Background: an optimization exercise with open tools, aiming at small area. Do not read the settings as production practice. Only simulation tests tie the RTL to the original design; equivalence was not proved. No activity file was given, so power comes from the tool's default toggle rates.

[design/flow/design.v]
package nrmc_pkg;
  localparam logic [7:0] START_CHAR_RST = 8'd36;
  localparam logic [7:0] END_CHAR_RST   = 8'd42;
  localparam logic [7:0] BYTE_COMMA     = 8'd44;
  localparam logic [7:0] BYTE_DOT       = 8'd46;
  localparam int REC_W = 4 + 42 + 24 + 27 + 30;
endpackage
module nrmc_front (
  input  logic                       clk,
  input  logic                       rst_n,
  input  logic                       cfg_we,
  input  logic [1:0]                 cfg_index,
  input  logic [7:0]                 cfg_wdata,
  input  logic                       byte_vld_i,
  input  logic [7:0]                 byte_i,
  output logic                       rec_push_o,
  output logic [nrmc_pkg::REC_W-1:0] rec_we_o,
  output logic [nrmc_pkg::REC_W-1:0] rec_o
);
  logic [7:0] start_r, end_r;
  logic       port_en_r;
  always_ff @(posedge clk) begin
    if (!rst_n) begin
      start_r   <= nrmc_pkg::START_CHAR_RST;
      end_r     <= nrmc_pkg::END_CHAR_RST;
      port_en_r <= 1'b1;
    end else if (cfg_we) begin
      case (cfg_index)
        2'd0: start_r   <= cfg_wdata;
        2'd1: end_r     <= cfg_wdata;
        2'd2: port_en_r <= cfg_wdata[0];
        default: ;
      endcase
    end
  end
  logic        in_sent_r;
  logic [3:0]  pos_r;       
  logic [3:0]  comma_r;     
  logic [2:0]  cif_r;       
  logic [3:0]  prev_r;      
  logic [3:0]  spd_r;
  logic [23:0] deg_r;       
  logic [20:0] w_r;         
  logic [1:0]  r_r;         
  logic        sat_r;       
  logic        seen_r;      
  logic [2:0]  fdc_r;       
  logic act, is_end, is_start, clr, upd, push;
  assign act      = byte_vld_i && port_en_r;
  assign is_end   = in_sent_r && (byte_i == end_r);
  assign is_start = !is_end && (byte_i == start_r);
  assign clr      = act && is_start;
  assign upd      = act && in_sent_r && !is_end && !is_start;
  assign push     = act && is_end;
  assign rec_push_o = push;
  logic [3:0] d;
  assign d = (byte_i >= 8'd48 && byte_i <= 8'd57) ? byte_i[3:0] : 4'd0;
  logic is_comma, is_dot;
  assign is_comma = (byte_i == nrmc_pkg::BYTE_COMMA);
  assign is_dot   = (byte_i == nrmc_pkg::BYTE_DOT);
  always_ff @(posedge clk) begin
    if (!rst_n) in_sent_r <= 1'b0;
    else if (act) begin
      if (is_end) in_sent_r <= 1'b0;
      else if (is_start) in_sent_r <= 1'b1;
    end
  end
  logic [3:0] pos_inc;
  assign pos_inc = (pos_r == 4'd15) ? pos_r : pos_r + 4'd1;
  always_ff @(posedge clk) begin
    if (clr) begin
      pos_r   <= '0;
      comma_r <= '0;
      cif_r   <= '0;
    end else if (upd) begin
      pos_r <= pos_inc;
      if (is_comma) begin
        if (comma_r != 4'd15) comma_r <= comma_r + 4'd1;
        cif_r <= '0;
      end else if (cif_r != 3'd7) begin
        cif_r <= cif_r + 3'd1;
      end
    end
  end
  always_ff @(posedge clk) begin
    if (upd) prev_r <= d;
  end
  logic       t_hit, dt_hit;
  logic [1:0] tk, dk;
  logic [6:0] pair, t_val, dt_val;
  assign t_hit  = (pos_inc >= 4'd7) && (pos_inc <= 4'd12);
  assign tk     = 2'((pos_inc - 4'd7) >> 1);
  assign dt_hit = !is_comma && (comma_r == 4'd9) && (cif_r < 3'd6);
  assign dk     = cif_r[2:1];
  assign pair   = 7'(prev_r * 4'd10) + 7'(d);
  assign t_val  = pos_inc[0] ? 7'(d) : pair;
  assign dt_val = cif_r[0] ? pair : 7'(d);
  always_ff @(posedge clk) begin
    if (clr) spd_r <= '0;
    else if (upd && !is_comma && cif_r == 3'd0 && comma_r == 4'd7) spd_r <= d;
  end
  logic        fld_lat, fld_lon, in_coord, deg_ph;
  assign fld_lat  = (comma_r == 4'd3);
  assign fld_lon  = (comma_r == 4'd5);
  assign in_coord = fld_lat || fld_lon;
  assign deg_ph   = fld_lon ? (cif_r < 3'd3) : (cif_r < 3'd2);
  logic [4:0]  u;
  logic [2:0]  uq;
  logic [1:0]  ur;
  assign u  = 5'(r_r) + 5'({d, 1'b0});
  assign uq = 3'(u / 5'd3);
  assign ur = 2'(u % 5'd3);
  logic c_close, c_deg, c_dot, c_min, sat;
  assign c_close = upd && in_coord && is_comma;
  assign c_deg   = upd && in_coord && !is_comma && deg_ph;
  assign c_dot   = upd && in_coord && !is_comma && !deg_ph && is_dot && !seen_r;
  assign c_min   = upd && in_coord && !is_comma && !deg_ph && !(is_dot && !seen_r) &&
                   (!seen_r || (fdc_r < 3'd4 && !sat_r));
  assign sat     = !seen_r && (sat_r || w_r >= 21'd166666);
  logic [2:0]  ph;          
  logic [23:0] kd;
  assign ph = c_deg ? 3'd0 : !seen_r ? 3'd1 : 3'd2 + {1'b0, fdc_r[1:0]};
  always_comb begin
    kd = '0;
    for (int i = 0; i < 10; i++) begin
      if (d == 4'(i)) begin
        case (ph)
          3'd0:    kd = 24'(i * 15625);
          3'd1:    kd = 24'(i * 16666);
          3'd2:    kd = 24'(i * 1666);
          3'd3:    kd = 24'(i * 166);
          3'd4:    kd = 24'(i * 16);
          default: kd = 24'(i);
        endcase
      end
    end
  end
  logic        mul10;
  logic [23:0] opa, opb, wide;
  logic [3:0]  opt;
  always_comb begin
    mul10 = 1'b0;
    opa   = deg_r;
    opb   = 24'(w_r[20:6]);
    opt   = 4'd0;
    if (c_deg) begin
      mul10 = 1'b1;
      opb   = kd;
    end else if (!is_comma) begin
      opa = 24'(w_r);
      opt = 4'(uq);
      opb = kd;
      if (!seen_r) begin
        mul10 = 1'b1;
        opt   = 4'(uq) + 4'(r_r * 2'd3);
      end
    end
    wide = (mul10 ? 24'({opa, 3'b0}) + 24'({opa, 1'b0}) : opa) + opb + 24'(opt);
  end
  always_ff @(posedge clk) begin
    if (clr || (upd && is_comma)) begin
      deg_r  <= '0;
      w_r    <= '0;
      r_r    <= '0;
      seen_r <= 1'b0;
      fdc_r  <= '0;
      sat_r  <= 1'b0;
    end else begin
      if (c_deg) deg_r <= wide;
      if (c_dot) seen_r <= 1'b1;
      if (c_min) begin
        if (sat) begin
          w_r   <= 21'd1666665;
          r_r   <= 2'd0;
          sat_r <= 1'b1;
        end else begin
          w_r <= wide[20:0];
          r_r <= ur;
        end
        if (seen_r) fdc_r <= fdc_r + 3'd1;
      end
    end
  end
  logic valid, zap;
  logic [29:0] coord;
  assign valid = (comma_r >= 4'd12);
  assign zap   = clr || (push && !valid);
  assign coord = {wide, w_r[5:0]};
  logic cap0;
  assign cap0 = upd && !is_comma && (cif_r == 3'd0);
  always_comb begin
    rec_we_o = '0;
    rec_o    = '0;
    rec_we_o[126:123] = {4{push}};
    rec_o[126:123]    = valid ? spd_r : 4'b1010;
    for (int k = 0; k < 6; k++) begin
      rec_we_o[122 - 7*k -: 7] = {7{zap || (upd && (k < 3 ? (t_hit && tk == 2'(k))
                                                          : (dt_hit && dk == 2'(k - 3))))}};
      rec_o[122 - 7*k -: 7]    = zap ? 7'd0 : (k < 3 ? t_val : dt_val);
    end
    rec_we_o[80:73] = {8{zap || (cap0 && comma_r == 4'd2)}};
    rec_we_o[72:65] = {8{zap || (cap0 && comma_r == 4'd4)}};
    rec_we_o[64:57] = {8{zap || (cap0 && comma_r == 4'd6)}};
    rec_o[80:73]    = zap ? 8'd0 : byte_i;
    rec_o[72:65]    = zap ? 8'd0 : byte_i;
    rec_o[64:57]    = zap ? 8'd0 : byte_i;
    rec_we_o[56:30] = {27{zap || (c_close && fld_lat)}};
    rec_we_o[29:0]  = {30{zap || (c_close && fld_lon)}};
    rec_o[56:30]    = zap ? 27'd0 : coord[26:0];
    rec_o[29:0]     = zap ? 30'd0 : coord;
  end
endmodule
module nrmc_queue #(
  parameter int WIDTH = 8
) (
  input  logic             clk,
  input  logic             rst_n,
  input  logic             push_i,    
  input  logic [WIDTH-1:0] we_i,
  input  logic [WIDTH-1:0] data_i,
  output logic             full_o,
  input  logic             pop_i,
  output logic [WIDTH-1:0] data_o,
  output logic             empty_o
);
  logic [WIDTH-1:0] mem [0:3];
  logic [1:0]       wr_r, rd_r;
  logic [2:0]       cnt_r;
  logic             do_pop;
  assign full_o  = cnt_r[2];
  assign empty_o = (cnt_r == 3'd0);
  assign do_pop  = pop_i && !empty_o;
  assign data_o  = mem[rd_r];
  for (genvar e = 0; e < 4; e++) begin : g_e
    for (genvar b = 0; b < WIDTH; b++) begin : g_b
      always_ff @(posedge clk) begin
        if (we_i[b] && wr_r == 2'(e)) mem[e][b] <= data_i[b];
      end
    end
  end
  always_ff @(posedge clk) begin
    if (!rst_n) begin
      wr_r  <= '0;
      rd_r  <= '0;
      cnt_r <= '0;
    end else begin
      if (push_i) wr_r <= wr_r + 2'd1;
      if (do_pop) rd_r <= rd_r + 2'd1;
      cnt_r <= cnt_r + 3'(push_i) - 3'(do_pop);
    end
  end
endmodule
module nrmc_back (
  input  logic                       clk,
  input  logic                       rst_n,
  input  logic                       vld_i,
  input  logic [nrmc_pkg::REC_W-1:0] rec_i,
  output logic                       rdy_o,
  output logic                       out_empty,
  input  logic                       out_pop,
  output logic                       out_valid_res,
  output logic [6:0]                 out_utc_hour,
  output logic [6:0]                 out_utc_minute,
  output logic [6:0]                 out_utc_second,
  output logic [6:0]                 out_day_of_month,
  output logic [6:0]                 out_month_number,
  output logic [11:0]                out_full_year,
  output logic [7:0]                 out_fix_status,
  output logic [26:0]                out_latitude_micro_deg,
  output logic [29:0]                out_longitude_micro_deg,
  output logic [15:0]                out_hemispheres,
  output logic [3:0]                 out_speed_digit
);
  logic v1_r, v2_r, v3_r;
  logic rdy1, rdy2, rdy3;
  assign rdy3  = !v3_r || out_pop;
  assign rdy2  = !v2_r || rdy3;
  assign rdy1  = !v1_r || rdy2;
  assign rdy_o = rdy1;
  assign out_empty = !v3_r;
  always_ff @(posedge clk) begin
    if (!rst_n) begin
      v1_r <= 1'b0;
      v2_r <= 1'b0;
      v3_r <= 1'b0;
    end else begin
      if (rdy1) v1_r <= vld_i;
      if (rdy2) v2_r <= v1_r;
      if (rdy3) v3_r <= v2_r;
    end
  end
  logic [nrmc_pkg::REC_W-1:0] s1_r, s2_r, s3_r;
  always_ff @(posedge clk) begin
    if (rdy1) s1_r <= rec_i;
    if (rdy2) s2_r <= s1_r;
    if (rdy3) s3_r <= s2_r;
  end
  logic [3:0] spd;
  logic [6:0] yy;
  logic       valid;
  assign spd   = s3_r[126:123];
  assign valid = !(spd[3] && spd[1]);
  assign yy    = s3_r[87:81];
  assign out_valid_res           = valid;
  assign out_speed_digit         = {spd[3] && !spd[1], spd[2], spd[1] && !spd[3], spd[0]};
  assign out_utc_hour            = s3_r[122:116];
  assign out_utc_minute          = s3_r[115:109];
  assign out_utc_second          = s3_r[108:102];
  assign out_day_of_month        = s3_r[101:95];
  assign out_month_number        = s3_r[94:88];
  assign out_full_year           = valid ? {8'(7'd125 + {4'b0, yy[6:4]}), yy[3:0]} : 12'd0;
  assign out_fix_status          = s3_r[80:73];
  assign out_hemispheres         = s3_r[72:57];
  assign out_latitude_micro_deg  = s3_r[56:30];
  assign out_longitude_micro_deg = s3_r[29:0];
endmodule
module nmea_rmc_sentence_parser_top (
  input  logic        clk,
  input  logic        rst_n,
  input  logic        cfg_we,
  input  logic [1:0]  cfg_index,
  input  logic [7:0]  cfg_wdata,
  input  logic        in_push,
  output logic        in_full,
  input  logic [7:0]  in_rx_byte,
  output logic        out_empty,
  input  logic        out_pop,
  output logic        out_valid_res,
  output logic [6:0]  out_utc_hour,
  output logic [6:0]  out_utc_minute,
  output logic [6:0]  out_utc_second,
  output logic [6:0]  out_day_of_month,
  output logic [6:0]  out_month_number,
  output logic [11:0] out_full_year,
  output logic [7:0]  out_fix_status,
  output logic [26:0] out_latitude_micro_deg,
  output logic [29:0] out_longitude_micro_deg,
  output logic [15:0] out_hemispheres,
  output logic [3:0]  out_speed_digit
);
  logic                       rec_push, q_empty, back_rdy;
  logic [nrmc_pkg::REC_W-1:0] rec_we, rec_f, rec_b;
  nrmc_front u_front (
    .clk        (clk),
    .rst_n      (rst_n),
    .cfg_we     (cfg_we),
    .cfg_index  (cfg_index),
    .cfg_wdata  (cfg_wdata),
    .byte_vld_i (in_push && !in_full),
    .byte_i     (in_rx_byte),
    .rec_push_o (rec_push),
    .rec_we_o   (rec_we),
    .rec_o      (rec_f)
  );
  nrmc_queue #(
    .WIDTH (nrmc_pkg::REC_W)
  ) u_queue (
    .clk     (clk),
    .rst_n   (rst_n),
    .push_i  (rec_push),
    .we_i    (rec_we),
    .data_i  (rec_f),
    .full_o  (in_full),
    .pop_i   (back_rdy),
    .data_o  (rec_b),
    .empty_o (q_empty)
  );
  nrmc_back u_back (
    .clk                     (clk),
    .rst_n                   (rst_n),
    .vld_i                   (!q_empty),
    .rec_i                   (rec_b),
    .rdy_o                   (back_rdy),
    .out_empty               (out_empty),
    .out_pop                 (out_pop),
    .out_valid_res           (out_valid_res),
    .out_utc_hour            (out_utc_hour),
    .out_utc_minute          (out_utc_minute),
    .out_utc_second          (out_utc_second),
    .out_day_of_month        (out_day_of_month),
    .out_month_number        (out_month_number),
    .out_full_year           (out_full_year),
    .out_fix_status          (out_fix_status),
    .out_latitude_micro_deg  (out_latitude_micro_deg),
    .out_longitude_micro_deg (out_longitude_micro_deg),
    .out_hemispheres         (out_hemispheres),
    .out_speed_digit         (out_speed_digit)
  );
endmodule
[design/flow/run.sh]
#!/bin/bash
# synth_recipe.tcl (not shown) runs the flow's synth.tcl, then flattens the netlist and writes it again
# the make line also repeats each setting of config.mk as NAME=value (left out here)
make -C /OpenROAD-flow-scripts/flow DESIGN_CONFIG=/design/flow/config.mk WORK_HOME=/design/flow/orfs CLKGATE_MAP_FILE= SYNTH_SCRIPT=/design/flow/synth_recipe.tcl finish
[design/flow/config.mk]
export PLATFORM = sky130hd
export DESIGN_NAME = nmea_rmc_sentence_parser_top
export DESIGN_NICKNAME = nmea_rmc_sentence_parser_top
export VERILOG_FILES = /design/flow/design.v
export SDC_FILE = /design/flow/constraint.sdc
export NUM_CORES = 4
export LEC_CHECK = 0
export ABC_AREA = 1
export CAP_MARGIN = 20
export CORE_MARGIN = 2
export CORE_UTILIZATION = 40
export CTS_BUF_LIST = sky130_fd_sc_hd__clkbuf_16
export CTS_CLUSTER_DIAMETER = 80
export CTS_CLUSTER_SIZE = 25
export SLEW_MARGIN = 20
[design/flow/constraint.sdc]
create_clock -name core_clock -period 10.0 [get_ports {clk}]
set_input_delay 2.0000 -clock core_clock [delete_from_list [all_inputs] [get_ports {clk}]]
set_output_delay 2.0000 -clock core_clock [all_outputs]
set_load 0.01 [all_outputs]
==> flow_summary.json, run 1 <==
{
  "grt_start_max_net_pins": 197,
  "finalHoldViolCount": 0,
  "grt_setup_unrepaired": "no",
  "synth_compound_area_share_pct": 11.2,
  "dr.first_iter.drc_count": 2018,
  "start_kind": "input pin",
  "critical-path-top-delay-family": "simple AND/OR/NAND/NOR gates",
  "htree_num_levels": 2,
  "met2_length_um": 42600,
  "slew_headroom_pct": 28.5,
  "layout_common_cells": "893 x edfxtp_1, 480 x nand2_1, 292 x o21ai_0, 277 x inv_1, 268 x a21oi_1",
  "syn_nets": 3332,
  "synth_mux_area_share_pct": 0.0492,
  "nFillCells": 9213,
  "ys_seq_area_share_pct": 70.6,
  "antenna_found_initial": 3,
  "path_buf_inv": 4,
  "post-route-min-period_ps": 9230,
  "synth-simple-area-share_pct": 8.24,
  "fin_hold_ws_ps": 415,
  "cts_sinks": 988,
  "drt-wirelength-per-cell_um": 19.6,
  "wl_met1_um": 40300,
  "power_density_mw_per_mm2": 229,
  "cts_setup_buffers": 0,
  "synth.distinct_cells": 60,
  "ys_seq_elements": 988,
  "place_area_mm2": 0.0431,
  "die_y_um": 323,
  "async_reset_ff_share_pct": 0,
  "worstHoldPathType": "register to register",
  "fin_nets": 3352,
  "highest_layer": "met5",
  "multi_input_area_mm2": 0.00973,
  "globalRoute.totalOverflow": 0,
  "grt_usage_pct": 17.3,
  "path_class": "input pin to register",
  "cp-end-kind": "register",
  "ir_worst_vdd_mv": 0.227,
  "ys.flop_type": "edfxtp_1",
  "clock-skew-final_ps": 25.2,
  "path_clk_slew_ps": 100,
  "vias_per_cell": 5.08,
  "synth-edff-count": 893,
  "grt_pass1_vias": 22700,
  "crit_required_ps": 10370,
  "synth_adder_area_share_pct": 3.19,
  "clock_tree.root_cell": "clkbuf_16",
  "outcome": "timing/DRC/antenna clean",
  "max-cap-violations": 0,
  "ios": 158,
  "clock_latency_ps": 630,
  "firstDrtPassIters": 7,
  "synth_top_family_by_area": "compound AO/OA/AOI/OAI gates",
  "drive_gt1_share_pct": 5.01,
  "antenna_left": 0,
  "synth_xor_xnor_area_share_pct": 0.969,
  "cts_tree": "yes",
  "slowest_delay_ps": 590,
  "slew_violations": 0,
  "tns_ps": 0,
  "cts-hold-fix-buffers": 0,
  "met3_length_um": 4680,
  "syn_area_mm2": 0.0407,
  "arrival_ps": 9600,
  "ys_warn_count": 4,
  "final_cells": 4630,
  "initial_core_util_pct": 40.5,
  "syn_area_per_cell_um2": 12.7,
  "max_freq_ghz": 0.108,
  "core_mm2": 0.100,
  "postCtsResizedCells": 0,
  "die_w_um": 323,
  "cp_common_cell": "nand2_1",
  "fin_total_pwr_uw": 10200,
  "crit_slowest_cell": "clkdlybuf4s50_1",
  "clockBufferDepth": 3,
  "dp_hpwl_um": 61500,
  "layout_commonest_cell": "edfxtp_1",
  "power_leakage_uw": 0.0168,
  "remaining_drc_errors": 0,
  "worst_pin_slew_ps": 1070,
  "crit_fanout": 8,
  "port_buffers": 157,
  "cts_inserted_buffers": 48,
  "place_congestion": 0.929,
  "fin_crit_sh_pct": 92.3,
  "vias": 23500,
  "dp.cells": 4539,
  "syn_inst": 3212,
  "wirelength_um": 91000,
  "setup_viol": 0,
  "die_area_mm2": 0.104,
  "seqCellArea_mm2": 0.0287,
  "rows": 116,
  "fin_area_mm2": 0.0445,
  "grt_pass1_wl_um": 138000,
  "syn2layout_area_growth_pct": 9.51
}
## Yosys cell counts (all sizes together) (21+ instances only)
library cell / number / area [µm²]
a21oi: 270 / 1370
a22o: 127 / 1110
buf: 141 / 1020
clkbuf: 93 / 349
dfxtp: 95 / 1900
edfxtp: 893 / 26800
ha: 86 / 1080
inv: 260 / 981
nand2: 486 / 1850
nand3: 53 / 280
nand4: 21 / 138
nor2: 214 / 821
nor3: 24 / 141
o21ai: 298 / 1500
xor2: 28 / 245
## cells by family after synthesis
| logic type | count (synthesis) |
|---|---|
| adders and majority gates | 97 |
| muxes | 2 |
| xor gates and xnor gates | 45 |
| and+or+nand+nor | 817 |
| DFF | 988 |
| AOI/OAI and AO/OA | 766 |
| buffers and inverters | 497 |
## path summary, 6_finish.rpt
| kind | start | endpoint | slack [ps] | cells after the start |
|---|---|---|---|---|
| worst max-delay path | in_rx_byte[4] | u_queue.mem[1][25]$_DFFE_PP_ | 770 | 41 |
| worst min-delay path | u_back.s1_r[123]$_DFFE_PP_ | u_back.s2_r[123]$_DFFE_PP_ | 420 | 0 |
| worst max register to register | u_front.r_r[1]$_SDFFE_PP0P_ | u_queue.mem[1][25]$_DFFE_PP_ | 2920 | 36 |
| worst min register to register | u_back.s1_r[123]$_DFFE_PP_ | u_back.s2_r[123]$_DFFE_PP_ | 420 | 0 |
## layer usage
metal  global-route usage [%]  vias to the layer above
met5                        0                        -
met4                     6.46                        4
met3                     2.60                      123
met2                     28.1                      535
met1                     23.4                    11500
li1                         -                    11400
## flip-flops by register name (all words and copies together) (netlist names), 2 cells and up
name,cells
u_front.deg_r,24
u_front.comma_r,4
u_queue.wr_r,2
u_queue.rd_r,2
u_queue.mem,508
u_front.r_r,2
u_front.start_r,8
u_back.s3_r,127
u_queue.cnt_r,3
u_back.s1_r,127
u_back.s2_r,127
u_front.fdc_r,3
u_front.cif_r,3
u_front.prev_r,4
u_front.pos_r,4
u_front.spd_r,4
u_front.w_r,21
u_front.end_r,8
## stage by stage
step                      setup WS [ps]  util, %
final                               768     44.4
after global routing               95.4     44.3
after CTS                           866     44.3
after detailed placement            194     42.9
after global placement              418     42.9
after floorplan                    1470        -
## worst reg2reg max path, delay by kind of cell, from the launching register on
kind,cells,cell delay [ps]
xor+xnor,2,460
simple gates,18,2250
fa+ha+maj,8,2520
buf+inv,3,170
flops,1,410
compound gates,5,1020
## final cells by class
class | instances | share of cell area (%)
flip-flops and latches | 988 | 64.5
multi-input cells | 1727 | 21.9
repair buffers | 204 | 4.35
well taps | 1357 | 3.81
clock buffers | 48 | 2.70
inverters | 263 | 2.24
clock inverters | 41 | 0.576
diodes | 2 | 0.0112
## power breakdown
group / switching (µW) / internal [µW] / total [µW] / leakage (µW)
Combinational: 1310 / 894 / 2210 / 0.00626
Sequential: 260 / 5570 / 5830 / 0.00976
Clock: 1270 / 907 / 2180 / 0.000824
Total: 2850 / 7370 / 10200 / 0.0168
==> inputs of run 2 (changes only) <==
==> design/flow/flow/run.sh (new file) <==
#!/bin/bash
# Standard ORFS layout with two changes: the port buffers use the smallest buffer cell, and
# clock tree synthesis uses larger sink clusters without dummy loads.
set -euo pipefail
export BUFFER_PORTS_ARGS="-buffer_cell sky130_fd_sc_hd__buf_1"
export CTS_ARGS="-sink_clustering_enable -repair_clock_nets -dont_use_dummy_load -buf_list sky130_fd_sc_hd__clkbuf_16 -sink_clustering_size 25 -sink_clustering_max_diameter 80"
bash standard.sh > standard_flow.log 2>&1
==> design/flow/standard.sh (new file) <==
#!/bin/bash
# synth_recipe.tcl (not shown) runs the flow's synth.tcl, then flattens the netlist and writes it again
# the make line also repeats each setting of config.mk as NAME=value (left out here)
make -C /OpenROAD-flow-scripts/flow DESIGN_CONFIG=/design/flow/config.mk WORK_HOME=/design/flow/orfs CLKGATE_MAP_FILE= SYNTH_SCRIPT=/design/flow/synth_recipe.tcl "${@:-finish}"
--- a/design/flow/config.mk
+++ b/design/flow/config.mk
@@ -9,7 +9,4 @@
 export CAP_MARGIN = 20
 export CORE_MARGIN = 2
 export CORE_UTILIZATION = 40
-export CTS_BUF_LIST = sky130_fd_sc_hd__clkbuf_16
-export CTS_CLUSTER_DIAMETER = 80
-export CTS_CLUSTER_SIZE = 25
 export SLEW_MARGIN = 20
removed: design/flow/run.sh
==> flow_summary.json, run 2 <==
{
  "outcome": "timing/DRC/antenna clean",
  "p_comb_share_pct": 19.1,
  "place_area_mm2": 0.0421,
  "grt_pass1_vias": 22300,
  "start_kind": "input pin",
  "syn_inst": 3212,
  "internal_power_uw": 6990,
  "synth.distinct_cells": 60,
  "die_w_um": 323,
  "netlist_top_cells_area": "edfxtp_1 66%, dfxtp_1 4.7%, nand2_1 4.4%, o21ai_0 3.6%, a21oi_1 3.3%",
  "yosys.area.top_type": "edfxtp_1",
  "synthTopCellsByCount": "893 x edfxtp_1, 481 x nand2_1, 292 x o21ai_0",
  "min_path_cells": 0,
  "setup_viol": 0,
  "fin_nets": 3348,
  "fin_area_mm2": 0.0433,
  "globalRoute.totalOverflow": 0,
  "min_from": "u_back.s1_r[98]$_DFFE_PP_",
  "drive_gt1_share_pct": 4.68,
  "die_y_um": 323,
  "clock-skew-final_ps": 74.1,
  "met2_length_um": 43200,
  "grt_start_max_net_pins": 193,
  "p_switching_uw": 2750,
  "ys_warn_count": 4,
  "grt_pass1_wl_um": 137000,
  "highest_layer": "met4",
  "diodes": 0,
  "multi_input_area_mm2": 0.00973,
  "yosysMostFrequentCell": "edfxtp_1",
  "rows": 116,
  "port_buffers": 157,
  "cts_sinks": 988,
  "drt-wirelength-per-cell_um": 19.9,
  "worstHoldPathType": "register to register",
  "cts_setup_buffers": 0,
  "layout_commonest_cell": "edfxtp_1",
  "synth-edff-count": 893,
  "reg2reg_from": "u_front.comma_r[1]$_SDFFE_PP0P_",
  "vias": 23400,
  "initial_core_util_pct": 40.5,
  "post-route-min-period_ps": 8710,
  "power.share.switching_pct": 28.2,
  "cp-end-kind": "register",
  "tns_ps": 0,
  "cts_inserted_buffers": 49,
  "min_to": "u_back.s2_r[98]$_DFFE_PP_",
  "antenna_left": 0,
  "ir_worst_vdd_mv": 0.137,
  "place_congestion": 0.960,
  "syn2layout_area_growth_pct": 6.44,
  "slew_violations": 0,
  "vias_per_cell": 5.11,
  "postCtsResizedCells": 0,
  "cts-hold-fix-buffers": 0,
  "crit_slowest_cell": "fa_1",
  "crit_required_ps": 10340,
  "ys_seq_elements": 988,
  "ys_seq_area_share_pct": 70.6,
  "yosys.area.top_type_share_pct": 65.9,
  "clock_tree.root_cell": "clkbuf_16",
  "wl_met1_um": 40900,
  "wirelength_um": 91400,
  "grt_setup_unrepaired": "no",
  "syn_area_mm2": 0.0407,
  "fin_hold_ws_ps": 400,
  "syn_area_per_cell_um2": 12.7,
  "async_reset_ff_share_pct": 0,
  "nFillCells": 9245,
  "grt_usage_pct": 17.3,
  "arrival_ps": 9050,
  "worst_pin_slew_ps": 1050,
  "power_leakage_uw": 0.0162,
  "clock_latency_ps": 640,
  "utilization_pct": 43.1,
  "path_clk_slew_ps": 90,
  "path_class": "input pin to register",
  "met3_length_um": 4380,
  "max_freq_ghz": 0.115,
  "fin_crit_sh_pct": 87.1,
  "power_density_mw_per_mm2": 225,
  "max-cap-violations": 0,
  "seqCellArea_mm2": 0.0287,
  "cts_tree": "yes",
  "timing.rr.end": "u_queue.mem[0][26]$_DFFE_PP_",
  "crit_fanout": 8,
  "top_register": "u_queue.mem",
  "layout_common_cells": "893 x edfxtp_1, 480 x nand2_1, 292 x o21ai_0, 268 x a21oi_1, 245 x inv_1",
  "firstDrtPassIters": 5,
  "slew_headroom_pct": 29.5,
  "ios": 158,
  "clockBufferDepth": 3,
  "largest_reg_flops": 508,
  "htree_num_levels": 2,
  "pwr-share-seq_pct": 59.9,
  "dp_hpwl_um": 62100,
  "rr_worst_depth": 33,
  "fin_total_pwr_uw": 9730,
  "finalHoldViolCount": 0,
  "slowest_delay_ps": 540,
  "core_mm2": 0.100,
  "pwr-share-clk_pct": 21.1,
  "remaining_drc_errors": 0,
  "antenna_found_initial": 0,
  "die_area_mm2": 0.104,
  "syn_nets": 3332,
  "dr.first_iter.drc_count": 1984,
  "ys.flop_type": "edfxtp_1",
  "reg2reg_slack_ps": 2820,
  "cp_common_cell": "nand2_1"
}
==> run 2: cell types whose count changed in the layout (fill, tap and decap cells not counted), moves of 2 or more <==
cell / delta
buf_1: +157
buf_4: -6
clkdlybuf4s50_1: -157
clkinv_8: -3
diode_2: -2
inv_1: -32
inv_6: -2
==> run 2: how the worst max path moves through the flow <==
stage | from | endpoint | slack, ps | cells past startpoint
2_1_floorplan | in_rx_byte[1] | u_queue.mem[0][25]$_DFFE_PP_ | 1470 | 40
3_3_place_gp | in_rx_byte[4] | u_queue.mem[0][25]$_DFFE_PP_ | 910 | 42
3_5_place_dp | in_rx_byte[4] | u_queue.mem[1][55]$_DFFE_PP_ | 760 | 42
4_1_cts | in_rx_byte[4] | u_queue.mem[3][25]$_DFFE_PP_ | 1390 | 42
5_1_grt | in_rx_byte[4] | u_queue.mem[3][25]$_DFFE_PP_ | 570 | 42
6_report | in_rx_byte[4] | u_queue.mem[1][55]$_DFFE_PP_ | 1290 | 42
==> run 2: cell families after synthesis <==
family          count (synthesis)  share of synthesized area (%)
flops                         988                           70.6
mux                             2                         0.0492
xor+xnor                       45                          0.969
fa+ha+maj                      97                           3.19
compound gates                766                           11.2
buf+inv                       497                           5.79
simple gates                  817                           8.24
==> run 2: routing by layer <==
| layer | vias to the layer above | GRT usage [%] |
|---|---|---|
| li1 | 11300 | - |
| met1 | 11400 | 23.8 |
| met2 | 597 | 28.5 |
| met3 | 126 | 2.05 |
| met4 | 0 | 5.59 |
| met5 | - | 0 |
==> run 2: worst max-delay path, delay by kind of cell <==
family / cells / cell delay, ps
compound gates: 5 / 750
xor+xnor: 2 / 420
fa+ha+maj: 8 / 2490
buf+inv: 5 / 510
simple gates: 22 / 2840
==> run 2: power by group through the flow <==
stage	combinational [µW]	sequential, µW	clock [µW]
after floorplan	1510	5800	0
after global placement	1870	5930	0
after detailed placement	1880	5940	0
after CTS	1890	5850	2120
after global routing	2080	5910	2250
final	1860	5830	2050
==> run 2: layout make-up <==
type	count	area share, %
multi-input cells	1727	22.5
inverters	263	2.30
well taps	1357	3.92
clock buffers	49	2.83
flip-flops and latches	988	66.3
repair buffers	199	2.15
==> run 2: through the flow <==
stage	worst slack (ps)	std cells
after global routing	565	4583
after floorplan	1470	3212
after CTS	1390	4583
after detailed placement	756	4534
after global placement	908	4533
final	1290	4583
==> inputs of run 3 (changes only) <==
--- a/design/flow/design.v
+++ b/design/flow/design.v
@@ -38,7 +38,6 @@
   logic [3:0]  comma_r;     
   logic [2:0]  cif_r;       
   logic [3:0]  prev_r;      
-  logic [3:0]  spd_r;
   logic [23:0] deg_r;       
   logic [20:0] w_r;         
   logic [1:0]  r_r;         
@@ -95,10 +94,6 @@
   assign pair   = 7'(prev_r * 4'd10) + 7'(d);
   assign t_val  = pos_inc[0] ? 7'(d) : pair;
   assign dt_val = cif_r[0] ? pair : 7'(d);
-  always_ff @(posedge clk) begin
-    if (clr) spd_r <= '0;
-    else if (upd && !is_comma && cif_r == 3'd0 && comma_r == 4'd7) spd_r <= d;
-  end
   logic        fld_lat, fld_lon, in_coord, deg_ph;
   assign fld_lat  = (comma_r == 4'd3);
   assign fld_lon  = (comma_r == 4'd5);
@@ -155,7 +150,7 @@
         opt   = 4'(uq) + 4'(r_r * 2'd3);
       end
     end
-    wide = (mul10 ? 24'({opa, 3'b0}) + 24'({opa, 1'b0}) : opa) + opb + 24'(opt);
+    wide = 24'({opa[20:0] & {21{mul10}}, 3'b0}) + (mul10 ? 24'({opa[20:0], 1'b0}) : opa) + opb + 24'(opt);
   end
   always_ff @(posedge clk) begin
     if (clr || (upd && is_comma)) begin
@@ -191,8 +186,8 @@
   always_comb begin
     rec_we_o = '0;
     rec_o    = '0;
-    rec_we_o[126:123] = {4{push}};
-    rec_o[126:123]    = valid ? spd_r : 4'b1010;
+    rec_we_o[126:123] = {4{clr || (push && !valid) || (cap0 && comma_r == 4'd7)}};
+    rec_o[126:123]    = clr ? 4'd0 : push ? 4'b1010 : d;
     for (int k = 0; k < 6; k++) begin
       rec_we_o[122 - 7*k -: 7] = {7{zap || (upd && (k < 3 ? (t_hit && tk == 2'(k))
                                                           : (dt_hit && dk == 2'(k - 3))))}};
--- a/design/flow/config.mk
+++ b/design/flow/config.mk
@@ -8,5 +8,5 @@
 export ABC_AREA = 1
 export CAP_MARGIN = 20
 export CORE_MARGIN = 2
-export CORE_UTILIZATION = 40
+export CORE_UTILIZATION = 70
 export SLEW_MARGIN = 20
==> flow_summary.json, run 3 <==
{
  "reg2reg_from": "u_front.r_r[1]$_SDFFE_PP0P_",
  "reg2reg_slack_ps": 2610,
  "cts_setup_buffers": 0,
  "internal_power_uw": 6990,
  "rows": 87,
  "max-cap-violations": 0,
  "rr_worst_depth": 32,
  "vias": 23800,
  "max_freq_ghz": 0.107,
  "clock_tree.root_cell": "clkbuf_16",
  "power_density_mw_per_mm2": 237,
  "layout_common_cells": "893 x edfxtp_1, 369 x nand2_1, 241 x a21oi_1, 234 x o21ai_0, 209 x nor2_1",
  "ir_worst_vdd_mv": 0.207,
  "power.share.switching_pct": 29.1,
  "path_depth": 40,
  "crit_fanout": 8,
  "place_area_mm2": 0.0405,
  "syn_nets": 3121,
  "ys_seq_area_share_pct": 71.9,
  "cts_inserted_buffers": 46,
  "crit_required_ps": 10300,
  "drt-wirelength-per-cell_um": 24.4,
  "path_buf_inv": 7,
  "largest_reg_flops": 508,
  "netlist_top_cells_area": "edfxtp_1 67%, dfxtp_1 4.6%, nand2_1 3.5%, a21oi_1 3.0%, o21ai_0 2.9%",
  "worstHoldPathType": "register to register",
  "worst_pin_slew_ps": 1210,
  "postCtsResizedCells": 0,
  "port_buffers": 157,
  "antenna_found_initial": 1,
  "clockBufferDepth": 3,
  "initial_core_util_pct": 70.8,
  "top_register": "u_queue.mem",
  "antenna_left": 0,
  "async_reset_ff_share_pct": 0,
  "min_from": "u_back.s2_r[8]$_DFFE_PP_",
  "critical-path-top-delay-family": "adder cells",
  "yosys.area.top_type": "edfxtp_1",
  "synth-edff-count": 893,
  "synth.distinct_cells": 56,
  "globalRoute.totalOverflow": 0,
  "clock_latency_ps": 620,
  "min_to": "u_back.s3_r[8]$_DFFE_PP_",
  "setup_viol": 0,
  "yosys.area.top_type_share_pct": 67.3,
  "fin_area_mm2": 0.0417,
  "slowest_delay_ps": 570,
  "post-route-min-period_ps": 9370,
  "pwr-share-clk_pct": 19.9,
  "syn_area_per_cell_um2": 13.3,
  "power_leakage_uw": 0.0155,
  "synthTopCellsByCount": "893 x edfxtp_1, 371 x nand2_1, 241 x a21oi_1",
  "fin_nets": 3142,
  "cp-end-kind": "register",
  "arrival_ps": 9670,
  "timing.rr.end": "u_queue.mem[3][54]$_DFFE_PP_",
  "grt_start_max_net_pins": 122,
  "syn2layout_area_growth_pct": 4.72,
  "min_path_cells": 0,
  "yosysMostFrequentCell": "edfxtp_1",
  "slew_violations": 0,
  "grt_pass1_wl_um": 140000,
  "slew_headroom_pct": 19.3,
  "path_clk_slew_ps": 90,
  "cts_tree": "yes",
  "diodes": 0,
  "cts_sinks": 984,
  "die_y_um": 243,
  "firstDrtPassIters": 6,
  "ys_warn_count": 4,
  "pwr-share-seq_pct": 59.8,
  "finalHoldViolCount": 0,
  "remaining_drc_errors": 0,
  "die_w_um": 243,
  "dr.first_iter.drc_count": 2859,
  "dp_hpwl_um": 60900,
  "grt_pass1_vias": 23400,
  "htree_num_levels": 2,
  "start_kind": "input pin",
  "p_comb_share_pct": 20.3,
  "core_mm2": 0.0563,
  "path_class": "input pin to register",
  "ios": 158,
  "vias_per_cell": 6.33,
  "outcome": "timing/DRC/antenna clean",
  "syn_area_mm2": 0.0398,
  "ys.flop_type": "edfxtp_1",
  "grt_usage_pct": 31.6,
  "drive_gt1_share_pct": 5.48,
  "crit_slowest_cell": "fa_1",
  "layout_commonest_cell": "edfxtp_1",
  "fin_crit_sh_pct": 93.7,
  "place_congestion": 0.960,
  "syn_inst": 2990,
  "grt_setup_unrepaired": "no",
  "clock-skew-final_ps": 87.6,
  "tns_ps": 0,
  "wirelength_um": 91900,
  "cts-hold-fix-buffers": 0,
  "p_switching_uw": 2880,
  "die_area_mm2": 0.0588,
  "cp_common_cell": "nand2_1",
  "ys_seq_elements": 984
}
[run 3: changes by cell type in the layout (fill, tap and decap cells not counted), moves of 10 or more]
cell     delta
fa_1       +14
a21oi_1    -27
nand2_1   -111
o21ai_1    +10
inv_1      -39
o21ai_0    -58
nand3_1    -13
[run 3: how the worst max path moves through the flow]
stage	to	from	slack [ps]
after floorplan	u_queue.mem[0][26]$_DFFE_PP_	in_rx_byte[7]	1330
after global placement	u_queue.mem[0][26]$_DFFE_PP_	in_rx_byte[4]	630
after detailed placement	u_queue.mem[1][24]$_DFFE_PP_	in_rx_byte[6]	270
after CTS	u_queue.mem[0][24]$_DFFE_PP_	in_rx_byte[6]	840
after global routing	u_queue.mem[0][24]$_DFFE_PP_	in_rx_byte[4]	100
final	u_queue.mem[3][54]$_DFFE_PP_	in_rx_byte[6]	630
[run 3: power groups by stage]
stage | registers (µW) | logic [µW] | clock network (µW)
after floorplan | 5820 | 1550 | 0
after global placement | 5940 | 1890 | 0
after detailed placement | 5990 | 1960 | 0
after CTS | 5910 | 1980 | 1970
after global routing | 5980 | 2180 | 2110
final | 5900 | 2010 | 1960
[run 3: cell type report]
| type | instances | area [µm²] |
|---|---|---|
| Fill cell | 3389 | 14600 |
| Timing Repair Buffer | 207 | 1010 |
| Inverter | 223 | 840 |
| Tap cell | 756 | 946 |
| Sequential cell | 984 | 28600 |
| Multi-Input combinational cell | 1549 | 9110 |
| Clock buffer | 46 | 1150 |
[run 3: cell families after synthesis]
family	synth area share, %
mux	0.101
simple gates	7.28
buf+inv	5.54
xor+xnor	0.792
compound gates	10.5
fa+ha+maj	3.86
flops	71.9
[run 3: worst register-to-register path, delay by kind of cell (launching register included)]
family | cells | cell delay (ps)
xor+xnor | 3 | 500
simple gates | 9 | 1400
buf+inv | 3 | 350
flops | 1 | 370
compound gates | 8 | 1510
fa+ha+maj | 9 | 2920
[run 3: through the flow]
| step | instances | setup slack [ps] | util, % | power (µW) | hold slack [ps] |
|---|---|---|---|---|---|
| 5_1_grt | 3765 | 98.4 | 74.1 | 10300 | 423 |
| 6_report | 3765 | 634 | 74.1 | 9870 | 394 |
| 2_1_floorplan | 2990 | 1330 | - | 7370 | 400 |
| 4_1_cts | 3763 | 836 | 74.0 | 9870 | 390 |
| 3_3_place_gp | 3716 | 634 | 71.9 | 7830 | 400 |
| 3_5_place_dp | 3717 | 274 | 71.9 | 7950 | 405 |
[run 3: layer usage]
| layer | track usage (%) | up-vias | routed length [µm] |
|---|---|---|---|
| met5 | 0 | - | 13 |
| li1 | - | 10600 | - |
| met2 | 49.1 | 1358 | 42600 |
| met3 | 5.04 | 153 | 9010 |
| met1 | 47.3 | 11700 | 37700 |
| met4 | 9.13 | 2 | 2590 |
==> inputs of run 4 (changes only) <==
--- a/design/flow/config.mk
+++ b/design/flow/config.mk
@@ -8,5 +8,5 @@
 export ABC_AREA = 1
 export CAP_MARGIN = 20
 export CORE_MARGIN = 2
-export CORE_UTILIZATION = 70
+export CORE_UTILIZATION = 40
 export SLEW_MARGIN = 20
==> flow_summary.json, run 4 <==
{
  "power_leakage_uw": 0.0155,
  "tns_ps": 0,
  "post-route-min-period_ps": 9090,
  "fin_nets": 3146,
  "p_comb_share_pct": 19.7,
  "top_register": "u_queue.mem",
  "internal_power_uw": 7070,
  "clockBufferDepth": 3,
  "htree_num_levels": 2,
  "pwr-share-seq_pct": 59.1,
  "dr.first_iter.drc_count": 2190,
  "dp.cells": 4249,
  "grt_pass1_vias": 21300,
  "wirelength_um": 91200,
  "rows": 115,
  "remaining_drc_errors": 0,
  "synth.distinct_cells": 56,
  "globalRoute.totalOverflow": 0,
  "fin_crit_sh_pct": 90.9,
  "grt_pass1_wl_um": 136000,
  "vias_per_cell": 5.20,
  "setup_ws_ps": 914,
  "path_clk_slew_ps": 90,
  "cts_setup_buffers": 0,
  "drive_gt1_share_pct": 5.48,
  "syn_inst": 2990,
  "grt_setup_unrepaired": "no",
  "max-cap-violations": 0,
  "antenna_found_initial": 4,
  "ys_warn_count": 4,
  "place_congestion": 0.904,
  "clock_latency_ps": 670,
  "arrival_ps": 9460,
  "syn_nets": 3121,
  "port_buffers": 157,
  "start_kind": "input pin",
  "crit_slowest_cell": "fa_1",
  "worstHoldPathType": "register to register",
  "grt_usage_pct": 17.5,
  "cp_common_cell": "nand2_1",
  "setup_viol": 0,
  "ys.flop_type": "edfxtp_1",
  "postCtsResizedCells": 0,
  "p_switching_uw": 2900,
  "die_area_mm2": 0.102,
  "syn2layout_area_growth_pct": 6.53,
  "initial_core_util_pct": 40.4,
  "die_y_um": 320,
  "core_mm2": 0.0986,
  "drt-wirelength-per-cell_um": 21.2,
  "yosys.area.top_type": "edfxtp_1",
  "cts_inserted_buffers": 51,
  "ys_seq_elements": 984,
  "layout_common_cells": "893 x edfxtp_1, 370 x nand2_1, 241 x a21oi_1, 234 x o21ai_0, 212 x nor2_1",
  "ir_worst_vdd_mv": 0.138,
  "yosysMostFrequentCell": "edfxtp_1",
  "synth-edff-count": 893,
  "grt_start_max_net_pins": 109,
  "antenna_left": 0,
  "netlist_top_cells_area": "edfxtp_1 67%, dfxtp_1 4.6%, nand2_1 3.5%, a21oi_1 3.0%, o21ai_0 2.9%",
  "cts-hold-fix-buffers": 0,
  "finalHoldViolCount": 0,
  "syn_area_per_cell_um2": 13.3,
  "diodes": 0,
  "dp_slack_ps": 316,
  "outcome": "timing/DRC/antenna clean",
  "slew_violations": 0,
  "vias": 22400,
  "async_reset_ff_share_pct": 0,
  "slew_headroom_pct": 23.9,
  "final_cells": 4300,
  "dp_hpwl_um": 60200,
  "synthTopCellsByCount": "893 x edfxtp_1, 371 x nand2_1, 241 x a21oi_1",
  "power.share.switching_pct": 29.1,
  "cts_sinks": 984,
  "syn_area_mm2": 0.0398,
  "largest_reg_flops": 508,
  "slowest_delay_ps": 570,
  "ios": 158,
  "nFillCells": 8871,
  "die_w_um": 320,
  "crit_required_ps": 10370,
  "worst_pin_slew_ps": 1140,
  "clock-skew-final_ps": 85.9,
  "reg2reg_slack_ps": 2750,
  "layout_commonest_cell": "edfxtp_1",
  "crit_fanout": 8,
  "power_density_mw_per_mm2": 235,
  "cp-end-kind": "register",
  "ys_seq_area_share_pct": 71.9,
  "path_class": "input pin to register",
  "pwr-share-clk_pct": 21.2,
  "clock_tree.root_cell": "clkbuf_16",
  "yosys.area.top_type_share_pct": 67.3,
  "max_freq_ghz": 0.110,
  "firstDrtPassIters": 6,
  "fin_hold_ws_ps": 385,
  "cts_tree": "yes"
}
## run 4: cell types whose count changed in the layout (fill, tap and decap cells not counted), sizes merged
cell / before / now
clkbuf: 46 / 51
buf: 207 / 206
## run 4: routing by layer
layer | GRT usage (%) | routed length [µm]
met3 | 2.73 | 6070
met5 | 0 | 0
met4 | 4.07 | 1820
met1 | 25.7 | 41800
met2 | 27.4 | 41600
## run 4: path summary, 6_finish.rpt
kind / from / endpoint / depth (start not counted)
worst min register to register: u_back.s1_r[6]$_DFFE_PP_ / u_back.s2_r[6]$_DFFE_PP_ / 0
worst max register to register: u_front.r_r[1]$_SDFFE_PP0P_ / u_queue.mem[1][56]$_DFFE_PP_ / 32
worst min-delay path: u_back.s1_r[6]$_DFFE_PP_ / u_back.s2_r[6]$_DFFE_PP_ / 0
worst max-delay path: in_rx_byte[7] / u_queue.mem[1][56]$_DFFE_PP_ / 40
## run 4: area by class of cell
type                       instances  area, µm²  area share (%)
clock buffer                      51       1280            3.01
inverter                         223        842            1.99
sequential                       984      28600            67.5
tap                             1287       1610            3.80
multi-input combinational       1549       9100            21.4
timing repair buffer             206        955            2.25
## run 4: critical path, delay by kind of cell
kind	cells	cell delay (ps)
and+or+nand+nor	15	1900
xor gates and xnor gates	3	650
buffers and inverters	5	470
adders and majority gates	9	2890
AOI/OAI and AO/OA	8	1540
## run 4: cell families after synthesis
kind of cell,Yosys count,share of synthesized area (%)
multiplexers,4,0.101
adder cells (fa/ha/maj),108,3.86
AND/OR/NAND/NOR,706,7.28
flip-flops,984,71.9
AO/OA/AOI/OAI,695,10.5
XOR/XNOR,36,0.792
buffers and inverters,457,5.54
## run 4: per-stage QoR
step | util (%) | total power [µW] | instance area (µm²)
2_1_floorplan | - | 7370 | 39800
3_3_place_gp | 41.7 | 7960 | 41100
3_5_place_dp | 41.7 | 7990 | 41100
4_1_cts | 43.0 | 10100 | 42400
5_1_grt | 43.0 | 10500 | 42400
6_report | 43.0 | 9970 | 42400
## run 4: power groups by stage
stage	clock network (µW)	logic (µW)	registers (µW)
global route	2320	2190	5970
CTS	2180	1990	5910
global placement	0	1970	5990
floorplan	0	1550	5820
finish	2110	1970	5890
detailed placement	0	1990	6000
==> inputs of run 5 (changes only) <==
==> design/flow/flow/run.sh (replaced) <==
#!/bin/bash
# Standard ORFS layout with three changes:
#  - after the standard synthesis, the combinational logic is mapped again by ABC with an
#    area-oriented script (flow/reopt.tcl, flow/reopt.abc); the sequential cells, their names
#    and cell types are left as the standard synthesis made them;
#  - the port buffers use the smallest buffer cell;
#  - clock tree synthesis uses larger sink clusters and no dummy loads.
# Each tool's output goes to a log file of its own in this folder (flow_*.log).
set -euo pipefail
HERE=$(pwd)
export BUFFER_PORTS_ARGS="-buffer_cell sky130_fd_sc_hd__buf_1"
export CTS_ARGS="-sink_clustering_enable -repair_clock_nets -dont_use_dummy_load -buf_list sky130_fd_sc_hd__clkbuf_16 -sink_clustering_size 25 -sink_clustering_max_diameter 80"

bash standard.sh synth > "$HERE/flow_1_synth.log" 2>&1

R="$HERE/orfs/results/$FLOW_PLATFORM/nmea_rmc_sentence_parser_top/base"
LIB="$FLOW_HOME/platforms/$FLOW_PLATFORM/lib/sky130_fd_sc_hd__tt_025C_1v80.lib"
cp "$R/1_2_yosys.v" "$R/1_2_yosys_std.v"
python3 "$HERE/flow/gen_models.py" "$LIB" > "$HERE/cell_models.v" 2> "$HERE/flow_2_models.log"
DONT_USE=$(sed -n '/^export DONT_USE_CELLS += /,/^#/p' "$FLOW_HOME/platforms/$FLOW_PLATFORM/config.mk" \
  | grep -o "sky130_fd_sc_hd__[a-z0-9_]*" | tr '\n' ' ')
YOSYS=$(command -v yosys || echo "$FLOW_HOME/../tools/install/yosys/bin/yosys")
REOPT_LIB="$LIB" REOPT_IN="$R/1_2_yosys_std.v" REOPT_OUT="$R/1_2_yosys_reopt.v" \
REOPT_TOP="$FLOW_TOP" REOPT_SCRIPT="$HERE/flow/reopt.abc" REOPT_MODELS="$HERE/cell_models.v" \
REOPT_DONT_USE="$DONT_USE" \
  "$YOSYS" -c "$HERE/flow/reopt.tcl" > "$HERE/flow_3_reopt.log" 2>&1
cp "$R/1_2_yosys_reopt.v" "$R/1_2_yosys.v"
rm -f "$R/1_synth.odb" "$R/1_synth.sdc"

bash standard.sh > "$HERE/flow_4_layout.log" 2>&1
==> design/flow/flow/gen_models.py (new file) <==
# Writes Verilog models (one assign per output pin) of the combinational cells of a liberty file.
import re, sys
txt = open(sys.argv[1]).read()
cells = [(m.start(), m.group(1)) for m in re.finditer(r'\n\s*cell\s*\(\s*"?(\w+)"?\s*\)', txt)]
out = []
for i, (pos, name) in enumerate(cells):
    body = txt[pos:cells[i + 1][0] if i + 1 < len(cells) else len(txt)]
    if re.search(r'\n\s*(ff|latch|statetable)\s*\(', body):
        continue
    pins = []
    for m in re.finditer(r'\n\s*pin\s*\(\s*"?(\w+)"?\s*\)\s*\{', body):
        start = m.end()
        depth, j = 1, start
        while depth:
            if body[j] == '{': depth += 1
            elif body[j] == '}': depth -= 1
            j += 1
        pb = body[start:j]
        d = re.search(r'direction\s*:\s*"?(\w+)"?', pb)
        f = re.search(r'\n\s*function\s*:\s*"([^"]*)"', pb)
        pins.append((m.group(1), d.group(1) if d else '', f.group(1) if f else None))
    outs = [p for p in pins if p[1] == 'output']
    if not outs or any(f is None for _, _, f in outs):
        continue
    if any(re.search(r'VPWR|VGND|KAPWR', f) for _, _, f in outs):
        continue
    ins = [p[0] for p in pins if p[1] == 'input']
    ports = ins + [p[0] for p in outs]
    out.append(f'module {name} ({", ".join(ports)});')
    for p in ins:
        out.append(f'  input {p};')
    for p, _, f in outs:
        out.append(f'  output {p};')
        out.append(f'  assign {p} = {f.replace("!", "~")};')
    out.append('endmodule')
print('\n'.join(out))
==> design/flow/flow/reopt.abc (new file) <==
strash
&get -n
&deepsyn -T 30
&put
dch -f
amap
topo
==> design/flow/flow/reopt.tcl (new file) <==
# Re-map the combinational logic of the standard synthesis netlist for area. Sequential cells
# stay as they are, with their names and cell types; combinational cells are expanded from
# their liberty functions (REOPT_MODELS) and mapped again by ABC (REOPT_SCRIPT).
set lib $::env(REOPT_LIB)
yosys read_liberty -lib $lib
yosys read_verilog $::env(REOPT_IN)
yosys hierarchy -top $::env(REOPT_TOP)
yosys techmap -map $::env(REOPT_MODELS)
yosys techmap
yosys opt -fast -purge
yosys stat -liberty $lib
set du {}
foreach c $::env(REOPT_DONT_USE) { lappend du -dont_use $c }
yosys abc -liberty $lib {*}$du -script $::env(REOPT_SCRIPT)
yosys splitnets
yosys opt_clean -purge
yosys hilomap -singleton -hicell sky130_fd_sc_hd__conb_1 HI -locell sky130_fd_sc_hd__conb_1 LO
yosys insbuf -buf sky130_fd_sc_hd__buf_4 A X
yosys check -assert -mapped
yosys stat -liberty $lib
yosys write_verilog -noattr -nohex -nodec $::env(REOPT_OUT)
==> flow_summary.json, run 5 <==
{
  "fin_nets": 2847,
  "cts_tree": "yes",
  "vias_per_cell": 5.53,
  "tns_ps": 0,
  "finalHoldViolCount": 0,
  "clock_latency_ps": 640,
  "setup_ws_ps": 514,
  "antenna_found_initial": 4,
  "rr_worst_depth": 57,
  "clock-skew-final_ps": 52.7,
  "power.share.switching_pct": 24.3,
  "cp-end-kind": "register",
  "path_clk_slew_ps": 90,
  "min_from": "u_back.s1_r[103]$_DFFE_PP_",
  "place_area_mm2": 0.0399,
  "die_w_um": 307,
  "max-cap-violations": 0,
  "syn_inst": 2490,
  "outcome": "timing/DRC/antenna clean",
  "pwr-share-clk_pct": 25.9,
  "slowest_delay_ps": 570,
  "max_freq_ghz": 0.105,
  "die_area_mm2": 0.0944,
  "port_buffers": 157,
  "place_congestion": 0.890,
  "remaining_drc_errors": 0,
  "ios": 158,
  "min_path_cells": 0,
  "p_switching_uw": 1920,
  "setup_viol": 0,
  "ys_warn_count": 4,
  "grt_usage_pct": 19.2,
  "slew_violations": 0,
  "path_class": "input pin to register",
  "layout_common_cells": "893 x edfxtp_1, 313 x nor2_1, 242 x buf_4, 165 x o22ai_1, 156 x buf_1",
  "crit_required_ps": 10360,
  "die_y_um": 307,
  "syn_area_per_cell_um2": 14.8,
  "rows": 111,
  "worstHoldPathType": "register to register",
  "wirelength_um": 92400,
  "pwr-share-seq_pct": 60.8,
  "cp_common_cell": "nor2_2",
  "largest_reg_flops": 508,
  "power_density_mw_per_mm2": 190,
  "syn2layout_area_growth_pct": 13.1,
  "initial_core_util_pct": 40.3,
  "cts_sinks": 984,
  "core_mm2": 0.0914,
  "layout_commonest_cell": "edfxtp_1",
  "clock_tree.root_cell": "clkbuf_16",
  "fin_crit_sh_pct": 94.9,
  "ir_worst_vdd_mv": 0.106,
  "final_cells": 4009,
  "top_register": "u_queue.mem",
  "internal_power_uw": 6000,
  "start_kind": "input pin",
  "crit_slowest_cell": "or4_1",
  "fin_area_mm2": 0.0416,
  "antenna_left": 0,
  "dr.first_iter.drc_count": 2160,
  "grt_pass1_vias": 22100,
  "drt-wirelength-per-cell_um": 23.1,
  "globalRoute.totalOverflow": 0,
  "grt_pass1_wl_um": 137000,
  "drive_gt1_share_pct": 14.5,
  "dp.cells": 3938,
  "p_comb_share_pct": 13.3,
  "cts-hold-fix-buffers": 0,
  "dp_slack_ps": -785,
  "htree_num_levels": 2,
  "post-route-min-period_ps": 9490,
  "vias": 22200,
  "grt_start_max_net_pins": 69,
  "syn_nets": 2513,
  "clockBufferDepth": 3,
  "reg2reg_from": "u_front.start_r[7]$_SDFFE_PN0P_",
  "firstDrtPassIters": 5,
  "crit_fanout": 6,
  "cts_inserted_buffers": 49,
  "syn_area_mm2": 0.0368,
  "power_leakage_uw": 0.0142,
  "slew_headroom_pct": 28.0,
  "arrival_ps": 9840,
  "worst_pin_slew_ps": 1080,
  "dp_hpwl_um": 58800,
  "startpoint": "in_rx_byte[6]"
}
## run 5: cell count changes in the layout (fill, tap and decap cells not counted), sizes merged, moves of 83 or more
cell and change:
nand2 -222, inv -214, buf +198, a21oi -178, o22ai +170, o21ai -138
clkinv +137, nor2 +130, a22o -125, ha -83
## run 5: worst max-delay path: cells and delay by family
kind,cells,cell delay (ps)
AO/OA/AOI/OAI,21,2950
buffers and inverters,4,500
AND/OR/NAND/NOR,34,4370
## run 5: metrics by stage
step | hold slack (ps) | total power, µW | util [%]
after floorplan | 400 | 5430 | -
after global placement | 401 | 5850 | 43.6
final | 410 | 7920 | 45.5
after CTS | 408 | 7900 | 45.0
after detailed placement | 405 | 5870 | 43.6
after global routing | 418 | 8240 | 45.5
## run 5: final timing paths
check	endpoint	slack, ps
hold / removal	u_back.s2_r[103]$_DFFE_PP_	410
hold reg to reg	u_back.s2_r[103]$_DFFE_PP_	410
setup / recovery	u_queue.mem[1][29]$_DFFE_PP_	510
setup reg to reg	u_queue.mem[1][29]$_DFFE_PP_	1770
## run 5: final cells by class
cell class,count,area [µm²]
tap,1186,1480
multi-input combinational,1239,7190
antenna,1,2.50
sequential,984,28600
timing repair buffer,404,2490
fill,7967,49800
clock buffer,49,1230
inverter,146,564
## run 5: power by group through the flow
stage,sequential [µW],combinational (µW),clock [µW]
2_1_floorplan,4890,544,0
3_3_place_gp,4910,935,0
3_5_place_dp,4910,962,0
4_1_cts,4820,966,2110
5_1_grt,4830,1150,2250
6_report,4820,1050,2050
## run 5: what timing repair did
action / CTS / global route
pin swaps: 2 / 36
buffers inserted: 1 / 21
gates resized for setup: 2 / 93
gates cloned: 0 / 0
setup endpoints to repair: 5 / 41
## run 5: metal layers
layer	track usage [%]	share of wire [%]	vias up
met2	32.0	48	718
met4	5.46	2.7	2
met1	26.2	43	11200
li1	-	-	10100
met3	2.89	6.2	163
met5	0	0.014	-
==> inputs of run 6 (changes only) <==
--- a/design/flow/flow/run.sh
+++ b/design/flow/flow/run.sh
@@ -22,7 +22,7 @@
 YOSYS=$(command -v yosys || echo "$FLOW_HOME/../tools/install/yosys/bin/yosys")
 REOPT_LIB="$LIB" REOPT_IN="$R/1_2_yosys_std.v" REOPT_OUT="$R/1_2_yosys_reopt.v" \
 REOPT_TOP="$FLOW_TOP" REOPT_SCRIPT="$HERE/flow/reopt.abc" REOPT_MODELS="$HERE/cell_models.v" \
-REOPT_DONT_USE="$DONT_USE" \
+REOPT_DONT_USE="$DONT_USE" REOPT_CONSTR="$HERE/abc.constr" \
   "$YOSYS" -c "$HERE/flow/reopt.tcl" > "$HERE/flow_3_reopt.log" 2>&1
 cp "$R/1_2_yosys_reopt.v" "$R/1_2_yosys.v"
 rm -f "$R/1_synth.odb" "$R/1_synth.sdc"
==> design/flow/flow/reopt.abc (replaced) <==
strash
dch -f
amap
topo
buffer -c
dnsize -c
--- a/design/flow/flow/reopt.tcl
+++ b/design/flow/flow/reopt.tcl
@@ -1,6 +1,7 @@
 # Re-map the combinational logic of the standard synthesis netlist for area. Sequential cells
 # stay as they are, with their names and cell types; combinational cells are expanded from
-# their liberty functions (REOPT_MODELS) and mapped again by ABC (REOPT_SCRIPT).
+# their liberty functions (REOPT_MODELS) and mapped again by ABC (REOPT_SCRIPT), with the same
+# driving cell and load assumptions as the standard synthesis.
 set lib $::env(REOPT_LIB)
 yosys read_liberty -lib $lib
 yosys read_verilog $::env(REOPT_IN)
@@ -11,7 +12,11 @@
 yosys stat -liberty $lib
 set du {}
 foreach c $::env(REOPT_DONT_USE) { lappend du -dont_use $c }
-yosys abc -liberty $lib {*}$du -script $::env(REOPT_SCRIPT)
+set f [open $::env(REOPT_CONSTR) w]
+puts $f "set_driving_cell sky130_fd_sc_hd__buf_1"
+puts $f "set_load 5"
+close $f
+yosys abc -liberty $lib {*}$du -script $::env(REOPT_SCRIPT) -constr $::env(REOPT_CONSTR) -D 10000
 yosys splitnets
 yosys opt_clean -purge
 yosys hilomap -singleton -hicell sky130_fd_sc_hd__conb_1 HI -locell sky130_fd_sc_hd__conb_1 LO
==> flow_summary.json, run 6 <==
{
  "outcome": "timing/DRC/antenna clean",
  "worst_pin_slew_ps": 1150,
  "cts-hold-fix-buffers": 0,
  "cts_tree": "yes",
  "dp_hpwl_um": 57800,
  "cp-end-kind": "register",
  "nFillCells": 8433,
  "arrival_ps": 9270,
  "min_path_cells": 0,
  "layout_common_cells": "893 x edfxtp_1, 349 x nor2_1, 276 x o21ai_0, 235 x nand2_1, 157 x buf_1",
  "power_density_mw_per_mm2": 231,
  "port_buffers": 157,
  "crit_fanout": 8,
  "ys_warn_count": 4,
  "cts_sinks": 984,
  "multi_input_area_mm2": 0.00770,
  "slew_headroom_pct": 23.4,
  "clock_latency_ps": 640,
  "tns_ps": 0,
  "start_kind": "input pin",
  "postCtsResizedCells": 0,
  "globalRoute.totalOverflow": 0,
  "finalHoldViolCount": 0,
  "cts_inserted_buffers": 49,
  "seqCellArea_mm2": 0.0286,
  "timing.rr.end": "u_queue.mem[2][27]$_DFFE_PP_",
  "syn2layout_area_growth_pct": 6.97,
  "grt_setup_unrepaired": "no",
  "largest_reg_flops": 508,
  "antenna_found_initial": 3,
  "diodes": 0,
  "drt-wirelength-per-cell_um": 21.9,
  "ir_worst_vdd_mv": 0.158,
  "clock_tree.root_cell": "clkbuf_16",
  "layout_commonest_cell": "edfxtp_1",
  "top_register": "u_queue.mem",
  "place_congestion": 0.874,
  "die_y_um": 312,
  "syn_nets": 2805,
  "dr.first_iter.drc_count": 2641,
  "path_clk_slew_ps": 90,
  "grt_usage_pct": 17.9,
  "min_from": "u_back.s2_r[66]$_DFFE_PP_",
  "grt_pass1_vias": 21800,
  "slowest_delay_ps": 590,
  "max-cap-violations": 0,
  "power_leakage_uw": 0.0137,
  "post-route-min-period_ps": 8990,
  "syn_area_per_cell_um2": 13.7,
  "syn_inst": 2782,
  "htree_num_levels": 2,
  "initial_core_util_pct": 40.2,
  "critical-path-top-delay-family": "compound AO/OA/AOI/OAI gates",
  "wirelength_um": 89300,
  "syn_area_mm2": 0.0381,
  "clock-skew-final_ps": 72.2,
  "path_buf_inv": 8,
  "fin_crit_sh_pct": 89.9,
  "path_class": "input pin to register",
  "grt_pass1_wl_um": 135000,
  "die_w_um": 312,
  "drive_gt1_share_pct": 5.12,
  "rows": 113,
  "die_area_mm2": 0.0976,
  "vias": 22600,
  "rr_worst_depth": 35,
  "remaining_drc_errors": 0,
  "place_area_mm2": 0.0394,
  "vias_per_cell": 5.55,
  "clockBufferDepth": 3,
  "grt_start_max_net_pins": 255,
  "setup_viol": 0,
  "core_mm2": 0.0946,
  "crit_required_ps": 10280,
  "worstHoldPathType": "register to register",
  "min_to": "u_back.s3_r[66]$_DFFE_PP_",
  "max_freq_ghz": 0.111,
  "firstDrtPassIters": 9,
  "antenna_left": 0,
  "reg2reg_slack_ps": 2700,
  "fin_nets": 2835,
  "cp_common_cell": "nor2_1",
  "reg2reg_from": "u_front.end_r[6]$_SDFFE_PN0P_",
  "slew_violations": 0,
  "ios": 158,
  "crit_slowest_cell": "o21ai_0",
  "cts_setup_buffers": 0,
  "fin_area_mm2": 0.0407
}
[run 6: where the power goes]
group / leakage (µW) / internal [µW] / switching [µW] / total, µW
clock network: 0.000604 / 873 / 1180 / 2050
registers: 0.00955 / 5560 / 304 / 5870
logic: 0.00350 / 416 / 1080 / 1500
total: 0.0137 / 6850 / 2560 / 9410
[run 6: worst max-delay path by stage]
stage / start / end / slack, ps / cells past startpoint
after CTS: in_rx_byte[5] / u_queue.mem[0][22]$_DFFE_PP_ / 1010 / 43
after global placement: in_rx_byte[5] / u_queue.mem[0][56]$_DFFE_PP_ / 610 / 43
after floorplan: out_pop / u_queue.cnt_r[2]$_SDFF_PN0_ / 650 / 9
after detailed placement: in_rx_byte[5] / u_queue.mem[0][56]$_DFFE_PP_ / 430 / 43
final: in_rx_byte[5] / u_queue.mem[2][20]$_DFFE_PP_ / 1010 / 41
after global routing: in_rx_byte[7] / u_queue.mem[2][27]$_DFFE_PP_ / 40 / 41
[run 6: area by class of cell]
cell class                 count  area share, %
timing repair buffer         210           2.54
sequential                   984           70.4
tap                         1265           3.89
multi-input combinational   1428           18.9
clock buffer                  49           3.01
inverter                     139           1.29
[run 6: layer usage]
metal / up-vias / global-route usage [%] / wire, µm
met2: 874 / 28.3 / 40900
met3: 107 / 2.47 / 6240
li1: 10400 / - / -
met5: - / 0 / 13
met1: 11200 / 26.5 / 40500
met4: 2 / 3.69 / 1530
[run 6: metrics by stage]
step / hold slack, ps / power (µW) / cells / setup slack [ps] / util, %
4_1_cts: 396 / 9510 / 4074 / 1010 / 43.0
3_5_place_dp: 405 / 7490 / 4025 / 431 / 41.7
3_3_place_gp: 404 / 7440 / 4025 / 608 / 41.7
5_1_grt: 405 / 9860 / 4075 / 36.4 / 43.0
6_report: 394 / 9410 / 4075 / 1010 / 43.0
2_1_floorplan: 400 / 7040 / 2782 / 648 / -

==> separate check: timing with driven ports <==
In the flow no input, the clock included, has a driving cell. The finished layouts below were timed again as built, in two steps. Step 1 assumes that a clkbuf_16 drives the clock port and a buf_2 every other input. Step 2 also shifts input and output timing later by t, the mid clock arrival at the registers, as if the neighbouring blocks saw the same clock. Slacks: ideal / step 1 / step 2; pairs: ideal / step 1.
run | shift t [ns] | setup slack, ns | slew at the worst register clock pin (ns)
run 1 | 0.688 | 0.768 / 0.806 / 0.118 | 0.10 / 0.10
run 2 | 0.668 | 1.287 / 1.328 / 0.660 | 0.10 / 0.10
run 3 | 0.637 | 0.634 / 0.674 / 0.037 | 0.10 / 0.10
run 4 | 0.681 | 0.914 / 0.896 / 0.215 | 0.10 / 0.10
run 5 | 0.679 | 0.514 / 0.555 / -0.125 | 0.10 / 0.10
run 6 | 0.670 | 1.010 / 1.050 / 0.379 | 0.10 / 0.10
With both steps, setup timing fails in run 5, where it was met with ideal ports. The setup slack of run 4, which loses most, moves by -0.018 ns with the drivers and by -0.699 ns with both steps.
